Background: an optimization exercise with open tools, aiming at small area. Do not read the settings as production practice. At most, simulation tests tie the RTL to the original design; equivalence was not proved. For runs 1 and 4 to 6, only the layout was checked, not whether the RTL still works. No activity file was given, so power comes from the tool's default toggle rates.

[design/flow/config.mk]
export PLATFORM = sky130hd
export DESIGN_NAME = processor
export DESIGN_NICKNAME = processor
export VERILOG_FILES = /design/flow/design.v
export SDC_FILE = /design/flow/constraint.sdc
export NUM_CORES = 4
export LEC_CHECK = 0
export CAP_MARGIN = 20
export CORE_MARGIN = 2
export CORE_UTILIZATION = 40
export SLEW_MARGIN = 20
[design/flow/constraint.sdc]
create_clock -name core_clock -period 10.0 [get_ports {clock}]
set_input_delay 2.0000 -clock core_clock [delete_from_list [all_inputs] [get_ports {clock}]]
set_output_delay 2.0000 -clock core_clock [all_outputs]
set_load 0.01 [all_outputs]
[design/flow/design.v]
`default_nettype none
module processor (
    input  logic        clock,
    input  logic        reset,
    output logic [31:0] imem_address,
    input  logic [31:0] imem_data,
    output logic [31:0] dmem_address,
    output logic [31:0] dmem_write_data,
    output logic        dmem_write_enable,
    input  logic [31:0] dmem_read_data,
    output logic        reg_write_enable,
    output logic [4:0]  reg_write_addr,
    output logic [31:0] reg_write_data,
    output logic [4:0]  reg_read_addr_a,
    output logic [4:0]  reg_read_addr_b,
    input  logic [31:0] reg_read_data_a,
    input  logic [31:0] reg_read_data_b
);
    logic [31:0] pc;
    logic        ex;         
    logic        nx;         
    logic        taken;      
    logic [15:0] cnt;        
    logic [3:0]  lfsr;
    logic [3:1]  creg;       
    logic [31:0] ins;
    logic [4:0]  op;
    logic [4:0]  rd, rs, rt, shamt;
    logic        is_r, is_j, is_bne, is_imm, is_sw, is_lw, is_fill;
    logic        f_sub, f_logic, f_or, f_shift, f_sra;
    assign ins     = imem_data;
    assign op      = ins[31:27];
    assign rd      = ins[26:22];
    assign rs      = ins[21:17];
    assign rt      = ins[16:12];
    assign shamt   = ins[11:7];
    assign is_r    = ~op[3] & ~op[2] & ~op[1] & ~op[0];
    assign is_j    = ~op[3] & ~op[2] & ~op[1] &  op[0];
    assign is_bne  = ~op[2] &  op[1];
    assign is_imm  =  op[2];                   
    assign is_sw   =  op[2] &  op[1];
    assign is_lw   =  op[3] & ~op[0];
    assign is_fill =  op[3] &  op[0];
    assign f_sub   = ~ins[4] & ~ins[3] &  ins[2];
    assign f_logic = ~ins[4] &  ins[3];
    assign f_or    =  ins[2];
    assign f_shift =  ins[4];
    assign f_sra   =  ins[2];
    assign reg_read_addr_a = ex ? rs : 5'd0;
    assign reg_read_addr_b = (ex & (is_r | is_bne | is_sw)) ? (is_r ? rt : rd) : 5'd0;
    logic [31:0] x, y, s;
    logic [32:0] c;
    logic [3:0]  cout;
    logic        use_imm, use_tgt, inv, cin, pc_lo;
    logic [31:0] b_val, imm_val;
    logic        settled;
    assign use_imm = (ex & (is_imm | is_lw)) | (nx & taken & ~is_j);
    assign use_tgt = nx & taken & is_j;
    assign inv     = ex & ((is_r & f_sub) | is_bne);
    assign cin     = inv | (nx & ~(taken & is_j));
    assign pc_lo   = nx & ~(taken & is_j);
    assign imm_val = {{5{use_imm & ins[16]}},
                      use_tgt ? ins[26:17] : {10{use_imm & ins[16]}},
                      (use_imm | use_tgt) ? ins[16:0] : 17'd0};
    assign b_val   = is_sw ? 32'd0 : reg_read_data_b;    
    assign x = reg_read_data_a | (pc & {{5{nx}}, {27{pc_lo}}});
    assign y = ((b_val ^ {32{inv}}) | imm_val) | {16'd0, cnt};
    genvar k;
    generate
        for (k = 0; k < 32; k++) begin : g_add
            logic cin_k;
            if (k == 0)           assign cin_k = cin;
            else if (k % 8 == 0)  assign cin_k = creg[k / 8];
            else                  assign cin_k = c[k];
            assign c[k+1] = (x[k] & y[k]) | (x[k] & cin_k) | (y[k] & cin_k);
            assign s[k]   = x[k] ^ y[k] ^ cin_k;
        end
    endgenerate
    assign cout    = {c[32], c[24], c[16], c[8]};
    assign settled = (creg == cout[2:0]);
    logic [31:0] sh_in, sh_r, sh_out;
    logic        sh_fill;
    function automatic logic [31:0] rev(input logic [31:0] v);
        for (int i = 0; i < 32; i++) rev[i] = v[31 - i];
    endfunction
    assign sh_fill = f_sra & reg_read_data_a[31];
    assign sh_in   = f_sra ? reg_read_data_a : rev(reg_read_data_a);
    assign sh_r    = 32'($signed({sh_fill, sh_in}) >>> shamt);
    assign sh_out  = f_sra ? sh_r : rev(sh_r);
    logic [31:0] lg;
    assign lg = (x & y) | (x & {32{f_or}}) | (y & {32{f_or}});    
    always_comb begin
        if (is_lw)                  reg_write_data = dmem_read_data;
        else if (is_r & f_shift)    reg_write_data = sh_out;
        else if (is_r & f_logic)    reg_write_data = lg;
        else                        reg_write_data = s;
    end
    logic fill_done, fill_go, step;
    assign fill_done = (cnt == ins[15:0]);
    assign step      = ex & settled;
    assign fill_go   = ex & is_fill & ~fill_done;
    assign reg_write_enable  = step & (is_r | (is_imm & ~is_sw) | is_lw);
    assign reg_write_addr    = rd;
    assign dmem_address      = s;
    assign dmem_write_data   = {reg_read_data_b[31:4], reg_read_data_b[3:0] | (is_fill ? lfsr : 4'd0)};
    assign dmem_write_enable = step & (is_sw | (is_fill & ~fill_done));
    assign imem_address      = pc;
    logic ex_next;
    assign ex_next = ex ? (fill_go | (~settled & ~is_fill)) : settled;
    always_ff @(posedge clock or posedge reset) begin
        if (reset) begin
            ex   <= 1'b0;
            nx   <= 1'b0;
            lfsr <= 4'b0001;
        end else begin
            ex   <= ex_next;
            nx   <= (ex | nx) & ~ex_next;
            if (step & fill_go) lfsr <= {lfsr[2:0], lfsr[3] ^ lfsr[2]};
        end
    end
    always_ff @(posedge clock) begin
        creg <= cout[2:0];
        if (~ex & settled) pc <= s;
        if (ex) taken <= is_j | (is_bne & (|s));
        cnt  <= fill_go ? (settled ? cnt + 16'd1 : cnt) : 16'd0;
    end
endmodule
`default_nettype wire
[design/flow/run.sh]
#!/bin/bash
# synth_recipe.tcl (not shown) runs the flow's synth.tcl, then flattens the netlist and writes it again
# the make line also repeats each setting of config.mk as NAME=value (left out here)
make -C /OpenROAD-flow-scripts/flow DESIGN_CONFIG=/design/flow/config.mk WORK_HOME=/design/flow/orfs CLKGATE_MAP_FILE= SYNTH_SCRIPT=/design/flow/synth_recipe.tcl finish
==> results of run 1 <==
## where the power goes
| group | total (mW) | leakage [nW] | switching [mW] | internal (mW) |
|---|---|---|---|---|
| Clock | 0.354 | 0.158 | 0.131 | 0.223 |
| Combinational | 2.58 | 4.71 | 1.31 | 1.27 |
| Sequential | 0.481 | 0.533 | 0.0762 | 0.405 |
| Total | 3.42 | 5.40 | 1.52 | 1.90 |
## layout make-up
type	count	share of cell area, %
well taps	324	3.01
clock buffers	11	2.05
clock inverters	5	0.418
inverters	102	2.84
multi-input cells	883	54.6
flip-flops and latches	58	11.3
repair buffers	368	25.8
## metal layers
| metal | vias to the layer above | share of wire [%] |
|---|---|---|
| met1 | 5096 | 40 |
| met5 | - | 0 |
| met4 | 0 | 4.2 |
| li1 | 4704 | - |
| met3 | 89 | 9.1 |
| met2 | 565 | 46 |
## cells by family (layout without fill, tap and decap cells)
kind of cell | count (synthesis) | in the layout | share of synthesized area, %
mux | 125 | 125 | 19.8
xor+xnor | 67 | 67 | 6.02
fa+ha+maj | 64 | 64 | 10.6
compound gates | 314 | 314 | 22.3
buf+inv | 222 | 486 | 10.8
flops | 58 | 58 | 15.6
simple gates | 313 | 313 | 14.9
## sequential cells by signal, summed over array words and instances, names as in the netlist
name and count:
pc 32, cnt 16, lfsr 4, creg 3
ex 1, nx 1, taken 1
## what timing repair did
action	CTS	global route
setup endpoints to repair	13	8
setup buffers	4	2
gates resized for setup	41	21
pin swaps	9	9
## worst paths after layout
kind	from	end	slack [ns]	depth (start not counted)
worst max-delay path	imem_data[28]	reg_write_data[23]	0.18	20
worst min-delay path	lfsr[0]	lfsr[0]	0.52	2
worst max register to register	ex	cnt[15]	3.04	24
worst min register to register	lfsr[0]	lfsr[0]	0.52	2
max in group asynchronous	reset	lfsr[0]	7.89	2
min in group asynchronous	reset	nx	1.85	2
## per-stage QoR
stage                     setup TNS (ns)  hold WS [ns]  std cells  total power [mW]  worst slack (ns)
after floorplan                        0         0.449       1163              1.62            0.0640
after global placement             -3.38         0.504       1729              2.95            -0.743
after detailed placement           -3.88         0.511       1729              2.96            -0.794
after CTS                              0         0.517       1749              3.37            0.0150
after global routing            -0.00450         0.569       1751              3.60          -0.00419
final                                  0         0.515       1751              3.42             0.176
## cell usage in the layout (no fill, tap or decap), types with 17 or more instances in the layout
| cell type | n |
|---|---|
| a211oi_2 | 17 |
| a21oi_1 | 69 |
| buf_4 | 92 |
| clkdlybuf4s50_1 | 259 |
| dfxtp_1 | 19 |
| edfxtp_1 | 33 |
| fa_2 | 27 |
| ha_1 | 33 |
| inv_1 | 101 |
| mux2_2 | 22 |
| mux2i_1 | 45 |
| mux4_2 | 51 |
| nand2_1 | 100 |
| nand3_1 | 22 |
| nor2_1 | 101 |
| o21ai_0 | 43 |
| o21ai_1 | 26 |
| xnor2_1 | 19 |
| xor2_1 | 47 |
## worst max-delay path, delay by kind of cell
kind / cells / cell delay, ns
fa+ha+maj: 8 / 3.40
buf+inv: 6 / 1.46
compound gates: 4 / 0.72
xor+xnor: 1 / 0.14
simple gates: 1 / 0.11
==> out/summary.txt, run 1 <==
Status: timing/DRC/antenna clean
Design Area, Final: 13500 um^2
Critical path endpoint category: output pin
Clock Tree Buf Depth: 2
Ys Warns: 1
Largest net degree at the start of global routing: 54
Post-synth EDFFs: 33
Maximum VDD drop: 0.131 mV
Vias: 10500
IO Count: 275
Finish-stage setup viols: 0
Worst Path Arrival: 7.82 ns
Setup CP Type: input pin to output pin
Routing usage on met1: 43.7%
Mapped cell area: 9750 um^2
Post-synth cell types: 82
DR iter-0 viols: 1200
Cell with the most instances after synthesis: nand2_1
Fmax: 102 MHz
DRC: 0
Cell Pwr Density: 254 nW/um^2
WP data required: 8.00 ns
Max_cap viols: 0
Hold-fix buffers, CTS: 0
Initial antenna violation count: 0
Share of the synthesized area in the top cell type: 11.8%
Critical path's slowest cell: fa_2
Initial core utilization: 40.4%
Cell Rows: 57
Synth cell count leaders: nand2_1, inv_1, nor2_1, a21oi_1, clkbuf_1
Clk slew on worst S/H paths: 0.06 ns
Routed Wire Length: 42800 um
Clk Tree Root Cell: clkbuf_16
Dominant synthesized flop cell: edfxtp_1
Endpoints failing hold: 0
Clk latency of the worst-skew pair: 0.36 ns
Die height: 160 um
Fraction of registers with async set/reset: 10.3%
Post-layout min period: 9.82 ns
Synth top area cells: mux4_2, edfxtp_1, fa_1
Nets: 1616
Number of buffers created by CTS: 9
Vias in the first global route: 10400
Hpwl dp: 33600 um
CP peak stage delay: 0.55 ns
Register area: 1520 um^2
DR pass1 iterations: 8
Final max-slew violation count: 0
CTS tree: done
Seq/Total Area, Yosys: 15.6%
Crit start category: input pin
Mapped Cells: 1163
Clock sinks: 58
Area of the multi-input gates: 7350 um^2
Critical Path, Cell by Cell: clkdlybuf4s50_1, buf_4, a32oi_4, buf_12, xor2_1, a21o_1, inv_1, fa_2, fa_2, fa_2, fa_2, fa_2, fa_2, fa_2, fa_2, inv_1, a21oi_1, o2bb2ai_1, nand3_1, clkdlybuf4s50_1
HP Class: register to register
Final antenna-violating net count: 0
GRT Total Usage: 32.6%
Die Wd: 160 um
Mapped Avg Cell Area: 8.38 um^2
First-pass GRT wire length: 63300 um
Met3 usage in global routing: 6.39%
CTS H-tree lvls: 3
Core ar.: 24100 um^2
Area leader, netlist: mux4_2
GRT busiest layer: met2
Clk_skew: 0.00795 ns
Share of cells above drive strength 1: 18.2%
Most frequent CP cell: fa_2
Area of the die: 25600 um^2
Fill cells: 2301
Area delta synth->final: 38.1%
Seq cells post-synth: 58
Vias per inst: 5.97
Placed cell area: 12900 um^2
Slew HR: 32.2%
# diodes: 0
Pleak: 5.40 nW
Number of port buffers: 273
Crit-path max FO: 6
GPL Wtd Cong: 0.974
DR WL/cell: 24.5 um
Final core utilization: 55.8%
Grt ovf: 0
Slew @ Worst Pin: 1.01 ns
Final worst path period share: 98.2%
GR Util met2: 51.9%
==> run 2, diff against run 1 <==
--- a/design/flow/design.v
+++ b/design/flow/design.v
@@ -48,4 +48,12 @@
     assign f_sra   =  ins[2];
-    assign reg_read_addr_a = ex ? rs : 5'd0;
-    assign reg_read_addr_b = (ex & (is_r | is_bne | is_sw)) ? (is_r ? rt : rd) : 5'd0;
+    logic sll;
+    assign sll = is_r & f_shift & ~f_sra;
+    assign reg_read_addr_a = (ex & ~sll) ? rs : 5'd0;
+    always_comb begin
+        reg_read_addr_b = 5'd0;
+        if (ex) begin
+            if (is_r)                 reg_read_addr_b = f_shift ? (f_sra ? 5'd0 : rs) : rt;
+            else if (is_bne | is_sw)  reg_read_addr_b = rd;
+        end
+    end
     logic [31:0] x, y, s;
@@ -85,4 +93,4 @@
     endfunction
-    assign sh_fill = f_sra & reg_read_data_a[31];
-    assign sh_in   = f_sra ? reg_read_data_a : rev(reg_read_data_a);
+    assign sh_fill = reg_read_data_a[31];                        
+    assign sh_in   = reg_read_data_a | rev(reg_read_data_b);     
     assign sh_r    = 32'($signed({sh_fill, sh_in}) >>> shamt);
@@ -90,3 +98,3 @@
     logic [31:0] lg;
-    assign lg = (x & y) | (x & {32{f_or}}) | (y & {32{f_or}});    
+    assign lg = (reg_read_data_a & reg_read_data_b) | ((reg_read_data_a | reg_read_data_b) & {32{f_or}});    
     always_comb begin
==> run 2 against run 1 <==
Net effect:
- still clean
- via count is 5.3% lower
- non-clock buffer count is 17 lower
- fmax is 0.12% lower
- global-route usage is 5.6 points higher
- cell area is 12% lower
- power is 23% lower
- utilization is 2.2 points higher
- clock power is 2% lower
- die area is 15% lower
- critical path type unchanged
- largest cell class unchanged
==> out/summary.txt, run 2 <==
Status: timing/DRC/antenna clean
DRC: 0
Core ar.: 20300 um^2
Most common cell after layout, fill and taps aside: clkdlybuf4s50_1
Crit-path max FO: 7
Crit start category: input pin
Initial antenna violation count: 3
Max_cap viols: 0
Mapped Avg Cell Area: 7.78 um^2
Dominant synthesized flop cell: edfxtp_1
Initial core utilization: 40.8%
Area leader, netlist: edfxtp_1
GPL Wtd Cong: 1.03
Fraction of registers with async set/reset: 10.3%
Clock sinks: 58
CTS H-tree lvls: 3
Worst Path Arrival: 7.84 ns
Mapped cell area: 8280 um^2
Clock Tree Buf Depth: 2
WP data required: 8.00 ns
Maximum VDD drop: 0.180 mV
Nets: 1478
Comb power frac: 72.2%
DR WL/cell: 26.9 um
Max FFs per register: 32
Fmax: 102 MHz
Post-layout min period: 9.84 ns
Total power: 2.62 mW
Grt ovf: 0
Cell Pwr Density: 223 nW/um^2
CTS tree: done
Routed Wire Length: 42800 um
Cell Rows: 52
Switching Fraction: 45.2%
Area of the die: 21900 um^2
Mapped Cells: 1065
Finish-stage setup viols: 0
Most frequent cells in the layout: clkdlybuf4s50_1, nor2_1, nand2_1
Seq cells post-synth: 58
Ys Warns: 1
Clk Tree Root Cell: clkbuf_16
DR iter-0 viols: 1206
Clk_skew: 0.0135 ns
Critical path endpoint category: output pin
HP Class: register to register
First-pass GRT wire length: 62000 um
Critical Path Source: imem_data[29]
Vias: 9901
Post-synth cell types: 82
Area delta synth->final: 42.2%
Slew @ Worst Pin: 1.17 ns
CP peak stage delay: 0.47 ns
Setup CP Type: input pin to output pin
Setup ws final: 0.164 ns
Pleak: 4.41 nW
Pint: 1.44 mW
Number of buffers created by CTS: 9
Number of port buffers: 273
Crit path buf inv count: 3
Clk slew on worst S/H paths: 0.06 ns
Worst hold path startpoint: lfsr[0]
Top reg by flops: pc
Final worst path period share: 98.4%
Die height: 148 um
Vias in the first global route: 9488
Synth cell count leaders: nor2_1, nand2_1, a21oi_1, clkbuf_1, inv_1
Synth top area cells: edfxtp_1, fa_1, a21oi_1
DR pass1 iterations: 6
Final max-slew violation count: 0
Critical Path, Cell by Cell: dlygate4sd2_1, nor4_4, nand3_1, a21bo_4, xor2_1, a211oi_1, fa_2, fa_1, fa_2, fa_1, fa_2, fa_1, fa_1, fa_2, xnor2_2, nor3_2, nand2_1, buf_4, nor2_1, clkdlybuf4s15_1
Hpwl dp: 34100 um
CP delay by family, top: adder cells
Seq pwr share: 14.6%
Final antenna-violating net count: 0
Seq/Total Area, Yosys: 18.4%
Worst r2r src: ex
Clk latency of the worst-skew pair: 0.34 ns
IO Count: 275
Largest regs: pc (32), cnt (16), lfsr (4)
Post-synth EDFFs: 33
Share of the synthesized area in the top cell type: 12.0%
NetSw: 1.18 mW
Setup WS pre-CTS: -0.696 ns
Endpoints failing hold: 0
Clock share of power: 13.2%
Critical path's slowest cell: fa_1
Fill cells: 1949
Share of cells above drive strength 1: 14.2%
Slew HR: 21.5%
Vias per inst: 6.22
Largest net degree at the start of global routing: 60
Cell with the most instances after synthesis: nor2_1
GRT Total Usage: 38.2%
Die Wd: 148 um
[run 2: changes by cell type after synthesis, moves of 15 or more]
| cell | previous run | this run |
|---|---|---|
| a211oi_1 | 4 | 38 |
| a211oi_2 | 16 | 0 |
| a21oi_1 | 70 | 110 |
| mux2_2 | 22 | 7 |
| mux2i_1 | 45 | 12 |
| inv_1 | 101 | 41 |
| maj3_1 | 0 | 18 |
| ha_1 | 33 | 1 |
| mux4_2 | 51 | 22 |
| nor2_1 | 101 | 127 |
| xnor2_1 | 20 | 35 |
[run 2: what timing repair did]
item	4_1_cts	5_1_grt
setup buffers	3	1
hold buffers	0	0
resized for setup	38	11
pin swaps	9	4
cloned	0	1
setup endpoints to repair	12	10
[run 2: kinds of logic after synthesis]
logic type / after synthesis / synth area share (%)
muxes: 43 / 8.88
xor gates and xnor gates: 68 / 7.19
and+or+nand+nor: 378 / 21.9
DFF: 58 / 18.4
adders and majority gates: 50 / 9.82
AOI/OAI and AO/OA: 310 / 24.3
buffers and inverters: 158 / 9.53
[run 2: power by group through the flow]
stage | clock network [mW] | logic, mW | registers (mW)
after global routing | 0.358 | 1.99 | 0.386
after CTS | 0.350 | 1.85 | 0.381
after global placement | 0 | 1.82 | 0.384
after detailed placement | 0 | 1.81 | 0.384
after floorplan | 0 | 0.821 | 0.377
final | 0.347 | 1.89 | 0.383
[run 2: per-layer routing]
metal | wire [um] | vias up | GRT usage, %
met5 | 29 | - | 0
met4 | 2190 | 4 | 16.2
met3 | 4650 | 133 | 8.89
met2 | 18900 | 715 | 60.6
met1 | 17100 | 4715 | 50.1
li1 | - | 4334 | -
[run 2: path summary, 6_finish.rpt]
check                                         end  slack, ns  cells past startpoint
worst max register to register             pc[25]       3.28                     17
worst max-delay path            dmem_write_enable       0.16                     20
worst min-delay path                      lfsr[0]       0.51                      2
min in group asynchronous                 lfsr[2]       1.88                      2
max in group asynchronous                 lfsr[0]       7.85                      2
worst min register to register            lfsr[0]       0.51                      2
[run 2: cell type report]
type / count / area, um^2 / area share (%)
Clock buffer: 12 / 300 / 2.55
Antenna cell: 1 / 2.50 / 0.0212
Tap cell: 270 / 338 / 2.87
Timing Repair Buffer: 351 / 3330 / 28.3
Inverter: 47 / 176 / 1.50
Multi-Input combinational cell: 849 / 6070 / 51.6
Clock inverter: 4 / 35.0 / 0.297
Sequential cell: 58 / 1520 / 12.9
[run 2: worst register-to-register path, cell delays in order (launching register included)]
cell      delay (ns)
dfrtp_1         0.83
a21bo_4         0.36
xor2_1          0.16
a211oi_1        0.10
fa_2            0.41
fa_1            0.47
fa_2            0.42
fa_1            0.47
fa_2            0.43
fa_1            0.46
fa_1            0.47
fa_2            0.44
xnor2_2         0.19
nor3_2          0.20
buf_4           0.21
inv_1           0.09
nor2_4          0.47
buf_12          0.24
[run 2: metrics by stage]
step	instances	area (um^2)	hold WS [ns]	TNS (ns)	utilization, %
3_3_place_gp	1570	11300	0.492	-2.86	55.7
5_1_grt	1591	11800	0.530	-0.0833	58.0
6_report	1592	11800	0.509	0	58.0
3_5_place_dp	1570	11300	0.500	-3.64	55.7
4_1_cts	1589	11700	0.509	-0.0343	57.8
2_1_floorplan	1065	8280	0.463	0	-
==> run 3, diff against run 2 <==
--- a/design/flow/design.v
+++ b/design/flow/design.v
@@ -88,3 +88,3 @@
     assign settled = (creg == cout[2:0]);
-    logic [31:0] sh_in, sh_r, sh_out;
+    logic [31:0] sh_in, sh_r;
     logic        sh_fill;
@@ -96,11 +96,12 @@
     assign sh_r    = 32'($signed({sh_fill, sh_in}) >>> shamt);
-    assign sh_out  = f_sra ? sh_r : rev(sh_r);
     logic [31:0] lg;
     assign lg = (reg_read_data_a & reg_read_data_b) | ((reg_read_data_a | reg_read_data_b) & {32{f_or}});    
-    always_comb begin
-        if (is_lw)                  reg_write_data = dmem_read_data;
-        else if (is_r & f_shift)    reg_write_data = sh_out;
-        else if (is_r & f_logic)    reg_write_data = lg;
-        else                        reg_write_data = s;
-    end
+    logic sel_lw, sel_sra, sel_sll, sel_lg, sel_s;
+    assign sel_lw  = is_lw;
+    assign sel_sra = is_r & f_shift & f_sra;
+    assign sel_sll = is_r & f_shift & ~f_sra;
+    assign sel_lg  = is_r & ~f_shift & f_logic;
+    assign sel_s   = ~sel_lw & ~(is_r & (f_shift | f_logic));
+    assign reg_write_data = (dmem_read_data & {32{sel_lw}}) | (sh_r & {32{sel_sra}})
+                          | (rev(sh_r) & {32{sel_sll}}) | (lg & {32{sel_lg}}) | (s & {32{sel_s}});
     logic fill_done, fill_go, step;
==> design/flow/flow/run.sh (new file) <==
#!/bin/bash
# Standard layout (standard synthesis included) with three changes after synthesis:
# port buffers use the smallest buffer cell, CTS adds no dummy loads, and the
# post-route power recovery step downsizes cells that have slack.
set -euo pipefail
export BUFFER_PORTS_ARGS="-buffer_cell sky130_fd_sc_hd__buf_1"
export CTS_ARGS="-sink_clustering_enable -repair_clock_nets -dont_use_dummy_load"
export RECOVER_POWER=100
bash standard.sh finish > make_finish.log 2>&1
==> design/flow/standard.sh (new file) <==
#!/bin/bash
# synth_recipe.tcl (not shown) runs the flow's synth.tcl, then flattens the netlist and writes it again
# the make line also repeats each setting of config.mk as NAME=value (left out here)
make -C /OpenROAD-flow-scripts/flow DESIGN_CONFIG=/design/flow/config.mk WORK_HOME=/design/flow/orfs CLKGATE_MAP_FILE= SYNTH_SCRIPT=/design/flow/synth_recipe.tcl "${@:-finish}"
removed: design/flow/run.sh
==> run 3 against run 2 <==
Net effect:
- still clean
- sequential power increased by 8.4%
- combinational power decreased by 28%
- cell count decreased by 7.3%
- first-iteration DRC count decreased by 11%
- count of clock-buffer cells in the layout decreased by 3
- utilization decreased by 11 points
- via count decreased by 5.4%
- clock skew increased by 0.0073 ns
- area after synthesis decreased by 1.9%
- global-route usage decreased by 2.9 points
- register-to-register slack got worse by 0.04 ns
- largest power group unchanged
==> out/summary.txt, run 3 <==
Status: timing/DRC/antenna clean
Vias: 9366
Nets: 1369
Finish-stage setup viols: 0
Setup WS pre-CTS: 0.0445 ns
Clk latency of the worst-skew pair: 0.34 ns
Seq/Total Area, Yosys: 18.7%
Mapped cell area: 8130 um^2
Routed Wire Length: 39500 um
Area leader, netlist: edfxtp_1
Seq cells post-synth: 58
Area of the die: 21500 um^2
Initial core utilization: 40.4%
CTS H-tree lvls: 3
Dominant synthesized flop cell: edfxtp_1
Maximum VDD drop: 0.119 mV
Hold-fix buffers, CTS: 0
IO Count: 275
Hold WS: 0.531 ns
Slew @ Worst Pin: 1.06 ns
Most common cell after layout, fill and taps aside: buf_1
Largest net degree at the start of global routing: 55
Post-synth EDFFs: 33
Hpwl dp: 32000 um
Setup TNS: 0 ns
CP delay by family, top: adder cells
Design Area, Final: 9540 um^2
CP peak stage delay: 0.52 ns
DR iter-0 viols: 1077
Clk Tree Root Cell: clkbuf_16
Die Wd: 147 um
Placed cell area: 9310 um^2
Setup CP Type: input pin to output pin
Pleak: 3.37 nW
Final max-slew violation count: 0
Die height: 147 um
Cell Pwr Density: 214 nW/um^2
Crit-path max FO: 15
Grt ovf: 0
Most frequent cells in the layout: buf_1, nor2_1, nand2_1
Max FFs per register: 32
Fraction of registers with async set/reset: 10.3%
Worst Path Arrival: 7.76 ns
Number of port buffers: 273
Area of the multi-input gates: 5960 um^2
Final core utilization: 47.5%
Vias per inst: 6.35
Clock Tree Buf Depth: 2
Number of buffers created by CTS: 9
Cell Rows: 52
Top reg by flops: pc
Clk_skew: 0.0207 ns
Mapped Avg Cell Area: 8.28 um^2
Critical path's slowest cell: a222oi_1
WP data required: 8.00 ns
Critical Path, Cell by Cell: buf_1, nor4_2, a32o_1, nand2_2, buf_4, xor2_1, a21oi_1, fa_1, inv_1, fa_1, fa_1, fa_1, fa_1, fa_1, fa_1, inv_1, fa_1, inv_1, a222oi_1, o311ai_0, buf_1
Ys Warns: 1
Synth top area cells: edfxtp_1, fa_1, mux4_2
Setup ws final: 0.235 ns
Mapped Cells: 982
Max_cap viols: 0
Crit start category: input pin
Crit path buf inv count: 6
Initial antenna violation count: 1
HP Class: register to register
Synth cell count leaders: nor2_1, nand2_1, a21oi_1, inv_1, clkbuf_1
Critical path endpoint category: output pin
Cell with the most instances after synthesis: nor2_1
DR pass1 iterations: 5
Fmax: 102 MHz
Share of the synthesized area in the top cell type: 12.2%
Endpoints failing hold: 0
Largest regs: pc (32), cnt (16), lfsr (4)
GPL Wtd Cong: 1.08
CTS tree: done
DR WL/cell: 26.8 um
Register area: 1520 um^2
Final antenna-violating net count: 0
Clk slew on worst S/H paths: 0.06 ns
Core ar.: 20100 um^2
Vias in the first global route: 8832
DRC: 0
Slew HR: 29.3%
Fill cells: 2099
Share of cells above drive strength 1: 11.1%
Final worst path period share: 97.6%
Most frequent CP cell: fa_1
Clock sinks: 58
Post-synth cell types: 74
Post-layout min period: 9.76 ns
GRT Total Usage: 35.3%
Area delta synth->final: 17.4%
First-pass GRT wire length: 56500 um
run 3: changes by cell type in the layout (fill, tap and decap cells not counted), sizes merged, moves of 21 or more:
cell,before,now
clkbuf,12,41
a21oi,111,65
nor2,129,90
buf,81,284
or2,10,31
nand2,115,86
clkdlybuf4s50,261,0
run 3: per-layer routing:
metal	GRT usage [%]	up-vias	part of all wire, %
met5	0	-	0
met4	11.5	0	3.8
met3	7.09	87	11
met2	57.3	643	46
met1	47.3	4566	39
li1	-	4070	-
run 3: per-stage QoR:
step	power (mW)	cells
6_report	2.04	1476
5_1_grt	2.14	1475
4_1_cts	2.01	1474
3_5_place_dp	1.75	1465
3_3_place_gp	1.74	1465
2_1_floorplan	1.18	982
run 3: timing repair:
item	in CTS	in global routing
gates resized for setup	0	7
setup buffers	0	1
endpoints found under the setup margin	0	5
hold endpoints to repair	0	0
run 3: area by class of cell:
cell class                      count  area share (%)
Timing Repair Buffer              316            14.0
Tap cell                          270            3.54
Multi-Input combinational cell    779            62.4
Antenna cell                        1          0.0262
Clock buffer                        9            2.36
Inverter                           43            1.69
Sequential cell                    58            16.0
run 3: where the power goes:
group / internal, mW / switching, mW
logic: 0.464 / 0.904
registers: 0.370 / 0.0450
clock network: 0.157 / 0.104
total: 0.991 / 1.05
run 3: logic make-up after synthesis:
logic type	count (synthesis)	synth area share, %
AO/OA/AOI/OAI	279	23.7
XOR/XNOR	68	7.33
adder cells (fa/ha/maj)	61	11.4
buffers and inverters	145	8.70
flip-flops	58	18.7
multiplexers	58	11.6
AND/OR/NAND/NOR	313	18.5
run 3: worst paths after layout:
check / start / endpoint / slack [ns] / depth (start not counted)
min reg2reg: lfsr[1] / lfsr[1] / 0.53 / 1
max in group asynchronous: reset / lfsr[0] / 8.21 / 2
min in group asynchronous: reset / lfsr[2] / 1.54 / 2
max: imem_data[28] / reg_write_data[23] / 0.24 / 21
min: lfsr[1] / lfsr[1] / 0.53 / 1
max reg2reg: nx / pc[18] / 3.24 / 13
==> run 4, diff against run 3 <==
--- a/design/flow/design.v
+++ b/design/flow/design.v
@@ -66,3 +66,3 @@
     assign use_tgt = nx & taken & is_j;
-    assign inv     = ex & ((is_r & f_sub) | is_bne);
+    assign inv     = ex & ((is_r & ins[2]) | is_bne);    
     assign cin     = inv | (nx & ~(taken & is_j));
@@ -95,3 +95,13 @@
     assign sh_in   = reg_read_data_a | rev(reg_read_data_b);     
-    assign sh_r    = 32'($signed({sh_fill, sh_in}) >>> shamt);
+    logic [31:0] q1, q2;
+    logic [3:0] d0, d1;
+    logic [63:0] e0, e1, e2;
+    assign d0 = 4'b1 << shamt[1:0];
+    assign d1 = 4'b1 << shamt[3:2];
+    assign e0 = {{32{sh_fill}}, sh_in};
+    assign q1 = ({32{d0[0]}} & e0[31:0]) | ({32{d0[1]}} & e0[32:1]) | ({32{d0[2]}} & e0[33:2]) | ({32{d0[3]}} & e0[34:3]);
+    assign e1 = {{32{sh_fill}}, q1};
+    assign q2 = ({32{d1[0]}} & e1[31:0]) | ({32{d1[1]}} & e1[35:4]) | ({32{d1[2]}} & e1[39:8]) | ({32{d1[3]}} & e1[43:12]);
+    assign e2 = {{32{sh_fill}}, q2};
+    assign sh_r = shamt[4] ? e2[47:16] : e2[31:0];
     logic [31:0] lg;
@@ -99,7 +109,7 @@
     logic sel_lw, sel_sra, sel_sll, sel_lg, sel_s;
-    assign sel_lw  = is_lw;
-    assign sel_sra = is_r & f_shift & f_sra;
-    assign sel_sll = is_r & f_shift & ~f_sra;
-    assign sel_lg  = is_r & ~f_shift & f_logic;
-    assign sel_s   = ~sel_lw & ~(is_r & (f_shift | f_logic));
+    assign sel_lw  = op[3];
+    assign sel_sra = ~op[3] & ~op[2] & f_shift & f_sra;
+    assign sel_sll = ~op[3] & ~op[2] & f_shift & ~f_sra;
+    assign sel_lg  = ~op[3] & ~op[2] & ~f_shift & f_logic;
+    assign sel_s   = ~op[3] & (op[2] | ~(f_shift | f_logic));
     assign reg_write_data = (dmem_read_data & {32{sel_lw}}) | (sh_r & {32{sel_sra}})
@@ -113,3 +123,3 @@
     assign dmem_address      = s;
-    assign dmem_write_data   = {reg_read_data_b[31:4], reg_read_data_b[3:0] | (is_fill ? lfsr : 4'd0)};
+    assign dmem_write_data   = {reg_read_data_b[31:4], reg_read_data_b[3:0] | (op[3] ? lfsr : 4'd0)};
     assign dmem_write_enable = step & (is_sw | (is_fill & ~fill_done));
@@ -129,2 +139,10 @@
     end
+    logic [16:0] cnt_c;
+    assign cnt_c[0] = settled;
+    generate
+        for (k = 0; k < 16; k++) begin : g_cnt
+            assign cnt_c[k+1] = cnt_c[k] & cnt[k];
+            always_ff @(posedge clock) cnt[k] <= fill_go & (cnt[k] ^ cnt_c[k]);
+        end
+    endgenerate
     always_ff @(posedge clock) begin
@@ -133,3 +151,2 @@
         if (ex) taken <= is_j | (is_bne & (|s));
-        cnt  <= fill_go ? (settled ? cnt + 16'd1 : cnt) : 16'd0;
     end
==> design/flow/flow/run.sh (replaced) <==
#!/bin/bash
# Standard layout (standard synthesis included) with these changes after synthesis:
# port buffers use the smallest buffer cell, CTS uses small clock buffers and adds no
# dummy loads, and the post-route power recovery step downsizes cells that have slack.
set -euo pipefail
export BUFFER_PORTS_ARGS="-buffer_cell sky130_fd_sc_hd__buf_1"
export CTS_ARGS="-sink_clustering_enable -repair_clock_nets -dont_use_dummy_load -buf_list {sky130_fd_sc_hd__clkbuf_2 sky130_fd_sc_hd__clkbuf_4 sky130_fd_sc_hd__clkbuf_8} -root_buf sky130_fd_sc_hd__clkbuf_8"
export RECOVER_POWER=100
bash standard.sh finish > make_finish.log 2>&1
==> run 4 against run 3 <==
Net effect:
- now fails the layout checks on capacitance limit, slew limit
- sequential power decreased by 5.8%
- cell area decreased by 7.9%
- die area decreased by 7.4%
- sequential cell count unchanged
- setup slack got worse by 0.0011 ns
- area after synthesis decreased by 7.6%
- wire length decreased by 12%
- sequential share of layout area increased by 1.4 points
- fmax about the same
- critical path type unchanged
- largest cell class unchanged
- highest routed layer unchanged
==> out/summary.txt, run 4 <==
HP Class: register to register
Critical Path, Cell by Cell: clkbuf_2, nor3b_4, o211ai_4, xor2_1, a211oi_1, fa_1, fa_1, fa_1, fa_1, fa_1, fa_1, fa_1, fa_2, xnor2_4, nor3_1, clkbuf_1, and3_1, a41o_1, buf_1
Slew @ Worst Pin: 2.20 ns
Grt ovf: 0
Most frequent CP cell: fa_1
Clk slew on worst S/H paths: 0.07 ns
CP delay by family, top: adder cells
Final worst path period share: 97.7%
Mapped Avg Cell Area: 8.32 um^2
Crit start category: input pin
Post-synth EDFFs: 33
Final max-slew violation count: 126
Crit path buf inv count: 3
Simple-gate share of the synthesized area: 19.1%
Design Area, Final: 8790 um^2
Fraction of registers with async set/reset: 10.3%
Cell Pwr Density: 212 nW/um^2
CTS H-tree lvls: 3
Clk latency of the worst-skew pair: 0.36 ns
Maximum VDD drop: 0.0949 mV
Die Wd: 141 um
Worst Path Arrival: 7.77 ns
Cell Rows: 50
Fmax: 102 MHz
Slew HR: -46.9%
CTS tree: done
Unrepaired setup endpoints after global routing: false
Pleak: 3.39 nW
Max FFs per register: 32
Clk Tree Root Cell: clkbuf_8
Finish-stage setup viols: 0
Clock sinks: 58
# diodes: 0
Vias per inst: 6.44
First-pass GRT wire length: 50600 um
Hpwl dp: 27300 um
GRT Total Usage: 33.9%
Mapped Cells: 903
Compound-Gate Fraction of Synth Area: 24.1%
Seq cells post-synth: 58
Placed cell area: 8660 um^2
Core ar.: 18600 um^2
Share of cells above drive strength 1: 8.78%
DR pass1 iterations: 6
Status: failed layout checks
Die height: 141 um
Endpoints failing hold: 0
Mux cell area share after synthesis: 10.4%
DR iter-0 viols: 1102
DRC: 0
Share of the synthesized area in the top cell type: 13.2%
Fraction of the mapped netlist area in adder cells: 10.8%
Area leader, netlist: edfxtp_1
Synth cell count leaders: nor2_1, nand2_1, a21oi_1, clkbuf_1, inv_1
GPL Wtd Cong: 1.03
Routed Wire Length: 34600 um
Post-layout min period: 9.77 ns
Hold-fix buffers, CTS: 0
DR WL/cell: 25.4 um
Total power: 1.86 mW
Most common cell after layout, fill and taps aside: buf_1
Ys Warns: 1
Layout check faults: capacitance limit, slew limit
Setup TNS: 0 ns
Number of port buffers: 273
Largest regs: pc (32), cnt (16), lfsr (4)
Area of the die: 19900 um^2
Initial antenna violation count: 0
Vias: 8768
Area delta synth->final: 17.1%
IO Count: 275
WP data required: 8.00 ns
Vias in the first global route: 8184
Fill cells: 1924
Seq/Total Area, Yosys: 20.3%
Initial core utilization: 40.4%
Clock Tree Buf Depth: 2
Crit-path max FO: 5
Top reg by flops: pc
Max_cap viols: 4
Mapped cell area: 7510 um^2
Post-synth cell types: 67
Setup CP Type: input pin to output pin
Setup ws final: 0.234 ns
Final antenna-violating net count: 0
Cell with the most instances after synthesis: nor2_1
Largest family of logic cells by synthesized area: compound AO/OA/AOI/OAI gates
Number of buffers created by CTS: 9
Largest net degree at the start of global routing: 61
Critical path endpoint category: output pin
Setup WS pre-CTS: -0.259 ns
Critical path's slowest cell: fa_1
Clk_skew: 0.0147 ns
Synth top area cells: edfxtp_1, mux4_2, fa_1
CP peak stage delay: 0.48 ns
Xor/xnor share of the synthesized area: 6.30%
Nets: 1306
Dominant synthesized flop cell: edfxtp_1
Most frequent cells in the layout: buf_1, nor2_1, nand2_1, a21oi_1, inv_1
run 4: logic make-up (layout without fill, tap and decap cells):
| logic type | count (synthesis) | after routing |
|---|---|---|
| simple gates | 306 | 306 |
| compound gates | 258 | 258 |
| buf+inv | 142 | 367 |
| flops | 58 | 58 |
| xor+xnor | 54 | 54 |
| fa+ha+maj | 46 | 46 |
| mux | 39 | 39 |
run 4: metrics by stage:
stage	hold slack (ns)	instances	util [%]
global route	0.588	1362	47.3
CTS	0.566	1362	47.3
detailed placement	0.550	1353	46.6
global placement	0.533	1353	46.6
finish	0.561	1362	47.3
floorplan	0.449	903	-
run 4: layout make-up:
| class | instances | area, um^2 | share of cell area (%) |
|---|---|---|---|
| Timing Repair Buffer | 317 | 1310 | 14.9 |
| Inverter | 41 | 154 | 1.75 |
| Sequential cell | 58 | 1520 | 17.3 |
| Multi-Input combinational cell | 703 | 5390 | 61.3 |
| Clock buffer | 9 | 124 | 1.41 |
| Tap cell | 234 | 293 | 3.33 |
run 4: where the power goes:
part	internal, mW	total, mW	switching [mW]
Combinational	0.447	1.30	0.848
Clock	0.0802	0.176	0.0963
Sequential	0.346	0.391	0.0448
run 4: metal layers:
metal,up-vias,track usage [%],share of wire [%]
li1,3775,-,-
met5,-,0,0
met3,117,7.40,12
met2,668,53.0,45
met1,4208,45.7,39
met4,0,13.5,4.6
run 4: path summary, 6_finish.rpt:
check / end / start / cells past startpoint / slack, ns
min reg2reg: lfsr[1] / lfsr[1] / 1 / 0.56
max in group asynchronous: lfsr[0] / reset / 2 / 8.22
max reg2reg: cnt[15] / nx / 29 / 1.65
min: lfsr[1] / lfsr[1] / 1 / 0.56
min in group asynchronous: lfsr[2] / reset / 2 / 1.52
max: dmem_write_enable / imem_data[30] / 19 / 0.23
run 4: what timing repair did:
item	in CTS	in global routing
setup endpoints to repair	0	3
buffers inserted	0	0
gates resized for setup	0	15
==> run 5, diff against run 4 <==
--- a/design/flow/config.mk
+++ b/design/flow/config.mk
@@ -10,2 +10,3 @@
 export CORE_UTILIZATION = 40
+export GPL_TIMING_DRIVEN = 0
 export SLEW_MARGIN = 20
==> run 5 against run 4 <==
Net effect:
- the run now finishes clean
- combinational power grew 8%
- count of clock-buffer cells in the layout is the same
- utilization grew 2.1 points
- register-to-register slack lost 0.28 ns
- first-iteration DRC count grew 15%
- cell area grew 4.5%
- synthesized cell count is the same
- global-route usage grew 4.7 points
- sequential share of layout area shrank 0.74 points
- non-clock buffer count grew 62
- critical endpoint is now reg_write_data[7]
==> out/summary.txt, run 5 <==
Endpoints failing hold: 0
Most frequent CP cell: fa_1
Slew @ Worst Pin: 1.23 ns
Critical Path Source: imem_data[2]
Setup TNS: 0 ns
DR iter-0 viols: 1266
Met3 usage in global routing: 8.59%
Post-synth EDFFs: 33
Seq/Total Area, Yosys: 20.3%
Slew HR: 17.2%
Worst r2r src: nx
Worst Path Arrival: 7.73 ns
First-pass GRT wire length: 56000 um
Register area: 1520 um^2
GPL Wtd Cong: 1.03
Crit-path max FO: 7
Post-layout min period: 9.73 ns
Final max-slew violation count: 0
Final core utilization: 49.4%
Nets: 1368
Vias in the first global route: 8537
DR pass1 iterations: 5
GR Util met2: 61.4%
Final antenna-violating net count: 0
Core ar.: 18600 um^2
Unrepaired setup endpoints after global routing: false
Vias: 9204
Clk latency of the worst-skew pair: 0.37 ns
Cell Pwr Density: 213 nW/um^2
Routing usage on met1: 49.7%
Top reg by flops: pc
Placed cell area: 8860 um^2
Share of cells above drive strength 1: 11.7%
Seq pwr share: 19.2%
Cell with the most instances after synthesis: nor2_1
Critical path endpoint category: output pin
Share of the synthesized area in the top cell type: 13.2%
Die Wd: 141 um
Setup CP Type: input pin to output pin
Routed Wire Length: 39500 um
Ys Warns: 1
Area of the multi-input gates: 5430 um^2
CP peak stage delay: 0.56 ns
Cell Rows: 50
Mapped Cells: 903
Vias per inst: 6.46
Design Area, Final: 9190 um^2
Post-synth cell types: 67
Largest regs: pc (32), cnt (16), lfsr (4)
Pleak: 3.58 nW
CTS H-tree lvls: 3
Switching Fraction: 53.5%
Clock Tree Buf Depth: 2
Finish-stage setup viols: 0
Fill cells: 1962
# diodes: 0
Fraction of registers with async set/reset: 10.3%
Critical path's slowest cell: fa_2
Maximum VDD drop: 0.110 mV
Seq cells post-synth: 58
NetSw: 1.05 mW
DR WL/cell: 27.7 um
Initial antenna violation count: 1
Pint: 0.908 mW
Clk slew on worst S/H paths: 0.07 ns
Crit path buf inv count: 3
Critical Path, Cell by Cell: clkbuf_2, nor3b_4, o211ai_4, xor2_1, a211oi_1, fa_1, fa_1, fa_2, fa_2, fa_1, fa_1, fa_1, fa_2, inv_1, a221oi_1, o221ai_1, buf_1
Max FFs per register: 32
Mapped Avg Cell Area: 8.32 um^2
IO Count: 275
Hpwl dp: 31800 um
Synth top area cells: edfxtp_1, mux4_2, fa_1
Clock share of power: 9.1%
Die height: 141 um
Most common cell after layout, fill and taps aside: buf_1
HP Class: register to register
Setup ws final: 0.271 ns
Largest net degree at the start of global routing: 12
Worst hold path startpoint: ex
Grt ovf: 0
DRC: 0
Final worst path period share: 97.3%
WP data required: 8.00 ns
Area delta synth->final: 22.3%
CP delay by family, top: adder cells
Area of the die: 19900 um^2
Synth cell count leaders: nor2_1, nand2_1, a21oi_1, clkbuf_1, inv_1
Number of buffers created by CTS: 9
Area leader, netlist: edfxtp_1
CTS tree: done
Initial core utilization: 40.4%
Max_cap viols: 0
Crit start category: input pin
Setup WS pre-CTS: -1.39 ns
Status: timing/DRC/antenna clean
GRT Total Usage: 38.6%
Hold-fix buffers, CTS: 0
Clock sinks: 58
Dominant synthesized flop cell: edfxtp_1
Number of port buffers: 266
Mapped cell area: 7510 um^2
Clk_skew: 0.0198 ns
Fmax: 103 MHz
Clk Tree Root Cell: clkbuf_8
Comb power frac: 71.7%
GRT busiest layer: met2
Most frequent cells in the layout: buf_1, nor2_1, nand2_1, a21oi_1, clkbuf_1
==> run 5: cell counts after synthesis <==
Identical to the previous run, type by type.
==> run 5: cells by family after synthesis <==
family | synth area share (%)
XOR/XNOR | 6.30
adder cells (fa/ha/maj) | 10.8
AND/OR/NAND/NOR | 19.1
multiplexers | 10.4
flip-flops | 20.3
AO/OA/AOI/OAI | 24.1
buffers and inverters | 9.18
==> run 5: worst paths after layout <==
path | cells after the start | end | slack (ns)
worst max-delay path | 17 | reg_write_data[7] | 0.27
worst min-delay path | 0 | taken | 0.49
worst max register to register | 31 | cnt[15] | 1.37
worst min register to register | 0 | taken | 0.49
max in group asynchronous | 2 | lfsr[0] | 8.23
min in group asynchronous | 2 | lfsr[2] | 1.51
==> run 5: routing by layer <==
metal / vias to the layer above / wire length (um)
li1: 3905 / -
met4: 0 / 2310
met2: 743 / 18000
met3: 157 / 4820
met1: 4399 / 14400
met5: - / 0
==> run 5: layout make-up <==
type                       instances  share of cell area [%]
multi-input combinational        703                    59.1
sequential                        58                    16.6
timing repair buffer             278                    11.8
buffer                           101                    6.36
tap                              234                    3.19
inverter                          41                    1.68
clock buffer                       9                    1.35
==> run 5: worst register-to-register path: cells and delay by family (launching register included) <==
kind	cells	cell delay, ns
adders and majority gates	22	5.87
xor gates and xnor gates	2	0.39
DFF	1	0.32
buffers and inverters	3	1.17
and+or+nand+nor	2	0.27
AOI/OAI and AO/OA	2	0.53
==> run 5: timing repair <==
action / CTS / global route
setup endpoints to repair: 14 / 6
gates resized for setup: 22 / 24
setup buffers: 6 / 3
pin swaps: 5 / 7
==> run 5: metrics by stage <==
stage	total power [mW]	cells	hold slack, ns
2_1_floorplan	1.13	903	0.449
3_3_place_gp	1.65	1403	0.472
3_5_place_dp	1.66	1406	0.468
4_1_cts	1.88	1421	0.484
5_1_grt	2.05	1424	0.500
6_report	1.96	1424	0.491
==> run 5: power groups by stage <==
stage / Sequential, mW / Combinational (mW) / Clock (mW)
6_report: 0.376 / 1.40 / 0.178
2_1_floorplan: 0.381 / 0.751 / 0
3_3_place_gp: 0.378 / 1.27 / 0
4_1_cts: 0.371 / 1.34 / 0.178
3_5_place_dp: 0.374 / 1.29 / 0
5_1_grt: 0.379 / 1.48 / 0.187
==> run 6, diff against run 5 <==
--- a/design/flow/flow/run.sh
+++ b/design/flow/flow/run.sh
@@ -7,3 +7,2 @@
 export CTS_ARGS="-sink_clustering_enable -repair_clock_nets -dont_use_dummy_load -buf_list {sky130_fd_sc_hd__clkbuf_2 sky130_fd_sc_hd__clkbuf_4 sky130_fd_sc_hd__clkbuf_8} -root_buf sky130_fd_sc_hd__clkbuf_8"
-export RECOVER_POWER=100
 bash standard.sh finish > make_finish.log 2>&1
--- a/design/flow/config.mk
+++ b/design/flow/config.mk
@@ -10,3 +10,2 @@
 export CORE_UTILIZATION = 40
-export GPL_TIMING_DRIVEN = 0
 export SLEW_MARGIN = 20
==> run 6 against run 5 <==
Net effect:
- critical path depth is 2 higher
- count of clock-buffer cells in the layout stayed put
- synthesized cell count stayed put
- wire length is 12% lower
- still clean
- highest routed layer unchanged
- die area stayed put
- fmax hardly changed
==> out/summary.txt, run 6 <==
Status: timing/DRC/antenna clean
Critical path endpoint category: output pin
Synth cell count leaders: nor2_1, nand2_1, a21oi_1, clkbuf_1, inv_1
Fraction of registers with async set/reset: 10.3%
Mapped cell area: 7510 um^2
Area leader, netlist: edfxtp_1
Max_cap viols: 0
Cell Pwr Density: 212 nW/um^2
Cell with the most instances after synthesis: nor2_1
Post-synth cell types: 67
Top reg by flops: pc
Largest family of logic cells by synthesized area: compound AO/OA/AOI/OAI gates
Vias per inst: 6.44
Seq cells post-synth: 58
Compound-Gate Fraction of Synth Area: 24.1%
DR iter-0 viols: 1222
Clk latency of the worst-skew pair: 0.36 ns
Routed Wire Length: 34600 um
Share of the synthesized area in the top cell type: 13.2%
DR pass1 iterations: 6
Mapped Avg Cell Area: 8.32 um^2
Endpoints failing hold: 0
Initial core utilization: 40.4%
Vias in the first global route: 8184
Ys Warns: 1
GPL Wtd Cong: 1.03
# diodes: 0
Slew @ Worst Pin: 0.920 ns
Final max-slew violation count: 0
Fill cells: 1907
Grt ovf: 0
Xor/xnor share of the synthesized area: 6.30%
Hold-fix buffers, CTS: 0
HP Class: register to register
Crit-path max FO: 5
Clk slew on worst S/H paths: 0.07 ns
Unrepaired setup endpoints after global routing: false
Die Wd: 141 um
Crit start category: input pin
Mux cell area share after synthesis: 10.4%
Synth top area cells: edfxtp_1, mux4_2, fa_1
Final worst path period share: 97.4%
Clock Tree Buf Depth: 2
Clock sinks: 58
Fraction of the mapped netlist area in adder cells: 10.8%
Fmax: 103 MHz
Finish-stage setup viols: 0
CTS H-tree lvls: 3
Most common cell after layout, fill and taps aside: buf_1
Core ar.: 18600 um^2
Die height: 141 um
DR WL/cell: 25.4 um
Initial antenna violation count: 0
Maximum VDD drop: 0.0952 mV
Hpwl dp: 27300 um
Max FFs per register: 32
IO Count: 275
DRC: 0
Worst Path Arrival: 7.74 ns
Share of cells above drive strength 1: 10.4%
First-pass GRT wire length: 50600 um
Setup CP Type: input pin to output pin
Cell Rows: 50
Dominant synthesized flop cell: edfxtp_1
Largest regs: pc (32), cnt (16), lfsr (4)
Clk_skew: 0.0157 ns
Pleak: 3.45 nW
Vias: 8774
GRT Total Usage: 33.9%
Number of port buffers: 273
Simple-gate share of the synthesized area: 19.1%
Final antenna-violating net count: 0
Final core utilization: 47.7%
Post-synth EDFFs: 33
Area of the die: 19900 um^2
Slew HR: 38.5%
Mapped Cells: 903
Setup Fix Bufs, Post-CTS: 0
Most frequent cells in the layout: buf_1, nor2_1, nand2_1, a21oi_1, buf_4
WP data required: 8.00 ns
Largest net degree at the start of global routing: 61
CTS tree: done
Setup TNS: 0 ns
Clk Tree Root Cell: clkbuf_8
Number of buffers created by CTS: 9
Post-layout min period: 9.74 ns
Nets: 1306
Area delta synth->final: 17.9%
Seq/Total Area, Yosys: 20.3%
[run 6: metal layers]
metal / routed length (um) / vias to the layer above / GRT usage (%) / part of all wire (%)
met1: 13400 / 4236 / 45.7 / 39
li1: - / 3777 / - / -
met5: 0 / - / 0 / 0
met3: 4100 / 117 / 7.40 / 12
met2: 15600 / 644 / 53.0 / 45
met4: 1560 / 0 / 13.5 / 4.5
[run 6: area by class of cell]
class / instances / area (um^2) / area share, %
flip-flops and latches: 58 / 1520 / 17.2
well taps: 234 / 293 / 3.31
multi-input cells: 703 / 5400 / 60.9
inverters: 41 / 154 / 1.74
clock buffers: 9 / 124 / 1.40
repair buffers: 317 / 1370 / 15.4
[run 6: stage by stage]
step | instances | instance area [um^2] | total power [mW] | hold slack, ns | setup slack, ns
after floorplan | 903 | 7540 | 1.13 | 0.449 | 0.0124
after global placement | 1353 | 8660 | 1.64 | 0.533 | -0.184
after detailed placement | 1353 | 8660 | 1.65 | 0.550 | -0.259
after CTS | 1362 | 8790 | 1.82 | 0.566 | 0.0942
after global routing | 1362 | 8860 | 1.98 | 0.588 | 0.000833
final | 1362 | 8860 | 1.88 | 0.561 | 0.265
[run 6: report_power, final]
group | internal (mW) | leakage [nW] | switching, mW
Clock | 0.0802 | 0.0647 | 0.0955
Sequential | 0.344 | 0.531 | 0.0446
Combinational | 0.464 | 2.86 | 0.849
[run 6: what timing repair did]
action | in CTS | in global routing
endpoints found under the hold margin | 0 | 0
gates resized for setup | 0 | 15
setup endpoints to repair | 0 | 3
[run 6: logic make-up (layout without fill, tap and decap cells)]
group / Yosys count / count (layout)
DFF: 58 / 58
buffers and inverters: 142 / 367
AOI/OAI and AO/OA: 258 / 258
adders and majority gates: 46 / 46
and+or+nand+nor: 306 / 306
muxes: 39 / 39
xor gates and xnor gates: 54 / 54
[run 6: path summary, 6_finish.rpt]
kind                       slack (ns)  cells after the start                end     startpoint
max                              0.26                     19  dmem_write_enable  imem_data[30]
min                              0.56                      1            lfsr[1]        lfsr[1]
max reg2reg                      1.66                     29            cnt[15]             nx
min reg2reg                      0.56                      1            lfsr[1]        lfsr[1]
max in group asynchronous        8.22                      2            lfsr[0]          reset
min in group asynchronous        1.52                      2            lfsr[2]          reset
[run 6: worst max-delay path, cell delays in order]
cell and delay [ns]:
clkbuf_2 0.13, nor3b_4 0.21, o211ai_4 0.13, xor2_1 0.19, a211oi_1 0.09, fa_1 0.45
fa_1 0.48, fa_1 0.46, fa_1 0.48, fa_1 0.46, fa_1 0.46, fa_1 0.47
fa_2 0.46, xnor2_4 0.18, nor3_1 0.40, buf_4 0.21, and3_1 0.20, a41o_1 0.10
buf_1 0.14
==> run 7, diff against run 6 <==
--- a/design/flow/design.v
+++ b/design/flow/design.v
@@ -64,5 +64,5 @@
     logic        settled;
-    assign use_imm = (ex & (is_imm | is_lw)) | (nx & taken & ~is_j);
+    assign use_imm = (ex & (op[2] | is_lw)) | (nx & taken & ~is_j);
     assign use_tgt = nx & taken & is_j;
-    assign inv     = ex & ((is_r & ins[2]) | is_bne);    
+    assign inv     = ex & ~op[3] & ~op[2] & (op[1] | ins[2]);    
     assign cin     = inv | (nx & ~(taken & is_j));
@@ -72,3 +72,3 @@
                       (use_imm | use_tgt) ? ins[16:0] : 17'd0};
-    assign b_val   = is_sw ? 32'd0 : reg_read_data_b;    
+    assign b_val   = op[2] ? 32'd0 : reg_read_data_b;    
     assign x = reg_read_data_a | (pc & {{5{nx}}, {27{pc_lo}}});
@@ -148,3 +148,3 @@
     always_ff @(posedge clock) begin
-        creg <= cout[2:0];
+        creg <= (~ex & settled) ? 3'd0 : cout[2:0];
         if (~ex & settled) pc <= s;
==> design/flow/flow/run.sh (replaced) <==
#!/bin/bash
# Standard layout (standard synthesis included) with two changes after synthesis:
# port buffers use the smallest buffer cell, and CTS uses small clock buffers and adds
# no dummy loads. make's output goes to make_finish.log, each step's to orfs/logs/.
set -euo pipefail
export BUFFER_PORTS_ARGS="-buffer_cell sky130_fd_sc_hd__buf_1"
export CTS_ARGS="-sink_clustering_enable -repair_clock_nets -dont_use_dummy_load -buf_list {sky130_fd_sc_hd__clkbuf_2 sky130_fd_sc_hd__clkbuf_4 sky130_fd_sc_hd__clkbuf_8} -root_buf sky130_fd_sc_hd__clkbuf_8"
bash standard.sh finish > make_finish.log 2>&1
--- a/design/flow/config.mk
+++ b/design/flow/config.mk
@@ -9,3 +9,3 @@
 export CORE_MARGIN = 2
-export CORE_UTILIZATION = 40
+export CORE_UTILIZATION = 50
 export SLEW_MARGIN = 20
==> run 7 against run 6 <==
Net effect:
- fmax rose by 1.6%
- critical path type is now input pin to register
- sequential cell count unchanged
- sequential power rose by 13%
- clock skew hardly changed
- cell area up 1.4%
- register-to-register slack got worse by 0.28 ns
- setup slack better by 0.15 ns
- clock power shrank 2%
- count of clock-buffer cells in the layout is the same
- critical path depth rose by 17
- largest cell class unchanged
- via count grew 5.0%
- still clean on timing, DRC and antenna
- highest routed layer unchanged
==> out/summary.txt, run 7 <==
Hold-fix buffers, CTS: 0
Die Wd: 129 um
Slew @ Worst Pin: 1.02 ns
Fmax: 104 MHz
Number of buffers created by CTS: 9
Post-layout min period: 9.58 ns
Setup WS pre-CTS: -0.148 ns
Nets: 1329
IO Count: 275
Synth top area cells: edfxtp_1, fa_1, mux4_2
Final max-slew violation count: 0
GPL Wtd Cong: 1.08
DRC: 0
Initial antenna violation count: 0
DR iter-0 viols: 1193
Dominant synthesized flop cell: edfxtp_1
Most common cell after layout, fill and taps aside: buf_1
Maximum VDD drop: 0.214 mV
HP Class: register to register
Most frequent CP cell: ha_1
Die height: 129 um
Crit-path max FO: 6
Hpwl dp: 27700 um
Clk Tree Root Cell: clkbuf_8
Vias: 9212
Routed Wire Length: 34600 um
Critical path's slowest cell: fa_1
GRT Total Usage: 40.6%
Placed cell area: 8820 um^2
Unrepaired setup endpoints after global routing: false
Fill cells: 1452
Final antenna-violating net count: 0
DR WL/cell: 25.8 um
Setup ws final: 0.419 ns
Share of the synthesized area in the top cell type: 12.8%
First-pass GRT wire length: 49800 um
Post-synth EDFFs: 33
Slew HR: 32.1%
Vias per inst: 6.87
Status: timing/DRC/antenna clean
Vias in the first global route: 8097
Seq cells post-synth: 58
Cell with the most instances after synthesis: nor2_1
Clk slew on worst S/H paths: 0.07 ns
Grt ovf: 0
Fraction of registers with async set/reset: 10.3%
Share of cells above drive strength 1: 10.9%
Largest net degree at the start of global routing: 66
Area of the die: 16600 um^2
Max FFs per register: 32
Clock sinks: 58
Mapped cell area: 7770 um^2
Area delta synth->final: 15.6%
Worst r2r path cells: 32
Hold WS: 0.528 ns
Area leader, netlist: edfxtp_1
Mapped Avg Cell Area: 8.34 um^2
Mapped Cells: 931
WP data required: 10.22 ns
Worst Path Arrival: 9.80 ns
Top reg by flops: pc
Cell Pwr Density: 208 nW/um^2
Final core utilization: 59.1%
Stages on worst setup path: 36
Final worst path period share: 95.8%
Clk latency of the worst-skew pair: 0.36 ns
Synth cell count leaders: nor2_1, a21oi_1, clkbuf_1, a221oi_1, inv_1
Pleak: 3.29 nW
Worst hold path cell count: 2
CTS H-tree lvls: 3
Clock Tree Buf Depth: 2
Ys Warns: 1
CP delay by family, top: adder cells
Initial core utilization: 51.1%
Core ar.: 15200 um^2
Design Area, Final: 8980 um^2
Post-synth cell types: 76
Setup CP Type: input pin to register
Total power: 1.87 mW
Most frequent cells in the layout: buf_1, nor2_1, a21oi_1
Crit start category: input pin
Finish-stage setup viols: 0
Clk_skew: 0.0159 ns
Max_cap viols: 0
Critical path endpoint category: register
CP peak stage delay: 0.46 ns
Largest regs: pc (32), cnt (16), lfsr (4)
Crit path buf inv count: 5
Endpoints failing hold: 0
CTS tree: done
Seq/Total Area, Yosys: 19.6%
DR pass1 iterations: 6
Number of port buffers: 273
Cell Rows: 45
## run 7: cell types whose count changed after synthesis, sizes merged, moves of 15 or more
| cell | previous run | this run |
|---|---|---|
| nand2 | 87 | 36 |
| a221oi | 21 | 42 |
| o21ai | 17 | 37 |
| and3 | 26 | 7 |
| o21bai | 0 | 17 |
| o221ai | 29 | 12 |
| nor2 | 91 | 107 |
| o32ai | 1 | 17 |
| xnor2 | 35 | 19 |
| xor2 | 19 | 3 |
| a211oi | 21 | 6 |
## run 7: report_power, final
group          internal (mW)  total (mW)  switching, mW
Combinational          0.441        1.26          0.818
Sequential             0.377       0.441         0.0644
Clock                 0.0800       0.172         0.0916
## run 7: cell families (layout without fill, tap and decap cells)
logic type      Yosys count  in the layout  synth area share, %
buf+inv                 146            366                 9.02
mux                      46             46                 11.0
fa+ha+maj                46             46                 10.4
compound gates          331            331                 29.5
other cells               0              1                    0
simple gates            282            282                 18.0
flops                    58             58                 19.6
xor+xnor                 22             22                 2.48
## run 7: metrics by stage
stage | instances | setup TNS, ns
3_5_place_dp | 1329 | -0.271
2_1_floorplan | 931 | 0
3_3_place_gp | 1329 | -0.102
6_report | 1340 | 0
4_1_cts | 1338 | 0
5_1_grt | 1339 | 0
## run 7: path summary, 6_finish.rpt
path                       endpoint  slack (ns)     startpoint
max                         cnt[15]        0.42  imem_data[30]
min                         lfsr[0]        0.53        lfsr[0]
max reg2reg                 cnt[15]        1.38             ex
min reg2reg                 lfsr[0]        0.53        lfsr[0]
max in group asynchronous   lfsr[0]        8.23          reset
min in group asynchronous   lfsr[1]        1.51          reset
## run 7: area by class of cell
cell class | count | area [um^2] | area share, %
flip-flops and latches | 58 | 1520 | 17.0
inverters | 42 | 158 | 1.76
well taps | 188 | 235 | 2.62
multi-input cells | 727 | 5590 | 62.2
diodes | 1 | 2.50 | 0.0279
clock buffers | 9 | 124 | 1.38
repair buffers | 315 | 1350 | 15.0
## run 7: worst register-to-register path, delay by kind of cell, from the launching register on
| family | cells | cell delay [ns] |
|---|---|---|
| flops | 1 | 0.69 |
| fa+ha+maj | 23 | 6.37 |
| compound gates | 3 | 0.45 |
| simple gates | 3 | 0.55 |
| buf+inv | 1 | 0.08 |
| xor+xnor | 2 | 0.34 |
## run 7: timing repair
action	CTS	global route
setup buffers	0	1
hold endpoints to repair	0	0
resized for setup	0	9
endpoints found under the setup margin	0	2
## run 7: layer usage
metal / global-route usage (%) / part of all wire (%)
met2: 62.8 / 45
met4: 15.5 / 4.0
met5: 0 / 0
met1: 57.1 / 39
met3: 7.28 / 12
==> run 8, diff against run 7 <==
--- a/design/flow/flow/run.sh
+++ b/design/flow/flow/run.sh
@@ -6,2 +6,3 @@
 export BUFFER_PORTS_ARGS="-buffer_cell sky130_fd_sc_hd__buf_1"
+export REMOVE_ABC_BUFFERS=1
 export CTS_ARGS="-sink_clustering_enable -repair_clock_nets -dont_use_dummy_load -buf_list {sky130_fd_sc_hd__clkbuf_2 sky130_fd_sc_hd__clkbuf_4 sky130_fd_sc_hd__clkbuf_8} -root_buf sky130_fd_sc_hd__clkbuf_8"
--- a/design/flow/config.mk
+++ b/design/flow/config.mk
@@ -10,2 +10,3 @@
 export CORE_UTILIZATION = 50
+export GPL_TIMING_DRIVEN = 0
 export SLEW_MARGIN = 20
==> run 8 against run 7 <==
Net effect:
- fmax down 1.8%
- first-iteration DRC count up 35%
- via count up 0.46%
- synthesized cell count unchanged
- setup slack worse by 0.17 ns
- cell area up 2.8%
- die area unchanged
- still clean on timing, DRC and antenna
- global-route usage up 0.90 points
- critical path type unchanged
- highest routed layer unchanged
==> out/summary.txt, run 8 <==
Nets: 1324
FF-to-FF setup slack: 1.07 ns
Post-synth cell types: 76
Ys Warns: 1
CTS tree: done
Seq cells post-synth: 58
Clock Tree Buf Depth: 2
Routed Wire Length: 35000 um
Mapped cell area: 7770 um^2
Die height: 129 um
Total power: 1.92 mW
Initial core utilization: 51.1%
Endpoints failing hold: 0
# diodes: 0
Share of the synthesized area in the top cell type: 12.8%
CTS H-tree lvls: 3
DR pass1 iterations: 7
Slew HR: 38.5%
Seq/Total Area, Yosys: 19.6%
Worst Path Arrival: 9.99 ns
Vias: 9254
Grt ovf: 0
WP data required: 10.24 ns
Share of cells above drive strength 1: 12.6%
Number of port buffers: 273
Hpwl dp: 26500 um
Clk latency of the worst-skew pair: 0.38 ns
Fill cells: 1436
Cell Pwr Density: 208 nW/um^2
Unrepaired setup endpoints after global routing: true
CP peak stage delay: 0.47 ns
HP Class: register to register
Pleak: 3.37 nW
Max FFs per register: 32
Top reg by flops: pc
# placed instances: 1297
Critical path endpoint category: register
Mapped Avg Cell Area: 8.34 um^2
Status: timing/DRC/antenna clean
Vias per inst: 6.94
Setup WS pre-CTS: -1.82 ns
Area of the die: 16600 um^2
Most frequent cells in the layout: buf_1, nor2_1, a21oi_1
Max_cap viols: 0
Slew @ Worst Pin: 0.921 ns
Most frequent CP cell: ha_1
IO Count: 275
Setup ws final: 0.244 ns
Fmax: 103 MHz
Crit-path max FO: 33
Core ar.: 15200 um^2
Synth cell count leaders: nor2_1, a21oi_1, clkbuf_1, a221oi_1, inv_1
Fraction of registers with async set/reset: 10.3%
Design Area, Final: 9230 um^2
Final max-slew violation count: 0
Hold-fix buffers, CTS: 0
Initial antenna violation count: 0
Setup CP Type: input pin to register
Clock sinks: 58
Final worst path period share: 97.6%
First-pass GRT wire length: 50700 um
Clk Tree Root Cell: clkbuf_8
Area delta synth->final: 18.8%
Cell with the most instances after synthesis: nor2_1
DR iter-0 viols: 1610
Synth top area cells: edfxtp_1, fa_1, mux4_2
Finish-stage setup viols: 0
Critical path's slowest cell: fa_1
Vias in the first global route: 8280
Dominant synthesized flop cell: edfxtp_1
Die Wd: 129 um
Cell Rows: 45
Most common cell after layout, fill and taps aside: buf_1
Largest regs: pc (32), cnt (16), lfsr (4)
Crit start category: input pin
GPL Wtd Cong: 0.988
Area leader, netlist: edfxtp_1
Number of buffers created by CTS: 9
Clk_skew: 0.0102 ns
Setup TNS: 0 ns
Mapped Cells: 931
DRC: 0
Non-Filler Instances: 1334
Placed cell area: 8710 um^2
Clk slew on worst S/H paths: 0.06 ns
Post-synth EDFFs: 33
GRT Total Usage: 41.5%
DR WL/cell: 26.2 um
Maximum VDD drop: 0.180 mV
Largest net degree at the start of global routing: 38
Post-layout min period: 9.76 ns
Final antenna-violating net count: 0
run 8: cell counts after synthesis:
Identical to the previous run, type by type.
run 8: critical path: cells and delay by family:
kind,cells,cell delay [ns]
AND/OR/NAND/NOR,3,0.62
AO/OA/AOI/OAI,3,0.38
XOR/XNOR,2,0.35
buffers and inverters,2,0.24
adder cells (fa/ha/maj),23,6.38
run 8: layout make-up:
cell class	count	area (um^2)	area share [%]
repair buffers	308	1490	16.2
multi-input cells	729	5690	61.7
flip-flops and latches	58	1520	16.5
well taps	188	235	2.55
clock buffers	9	124	1.34
inverters	42	158	1.71
run 8: path summary, 6_finish.rpt:
check                             start      end  cells past startpoint
setup / recovery           imem_data[2]  cnt[15]                     33
hold / removal                  lfsr[0]  lfsr[0]                      2
setup reg to reg                     ex  cnt[15]                     32
hold reg to reg                 lfsr[0]  lfsr[0]                      2
max in group asynchronous         reset  lfsr[0]                      2
min in group asynchronous         reset       ex                      2
run 8: metrics by stage:
stage	util, %	hold WS (ns)
final	60.7	0.516
after global placement	55.8	0.497
after floorplan	-	0.487
after global routing	60.7	0.565
after detailed placement	57.3	0.503
after CTS	59.8	0.513
run 8: timing repair:
| item | in CTS | in global routing |
|---|---|---|
| hold endpoints to repair | 0 | 0 |
| setup buffers | 17 | 8 |
| pin swaps | 7 | 7 |
| gates cloned | 4 | 0 |
| setup endpoints to repair | 23 | 7 |
| gates resized for setup | 25 | 17 |
run 8: power breakdown:
part           switching [mW]  internal (mW)  total, mW
logic                   0.823          0.478       1.30
clock network          0.0986         0.0801      0.179
registers              0.0651          0.376      0.441
total                   0.987          0.935       1.92
run 8: logic make-up (layout without fill, tap and decap cells):
kind of cell	after synthesis	count (layout)	share of synthesized area [%]
xor+xnor	22	22	2.48
flops	58	58	19.6
simple gates	282	284	18.0
mux	46	46	11.0
fa+ha+maj	46	46	10.4
compound gates	331	331	29.5
buf+inv	146	359	9.02
run 8: layer usage:
metal  vias up  wire length, um  global-route usage (%)
li1       3970                -                       -
met1      4419            13400                    56.9
met2       731            15100                    61.2
met3       134             4460                    10.5
met4         0             1950                    20.7
met5         -                0                       0

Setup slack of run 8, layout unchanged: 0.244 ns with ideal ports, 0.088 ns with driving cells assumed (clock clkbuf_16, inputs buf_2), -0.289 ns with port delays also shifted by the 0.411 ns mid clock arrival.
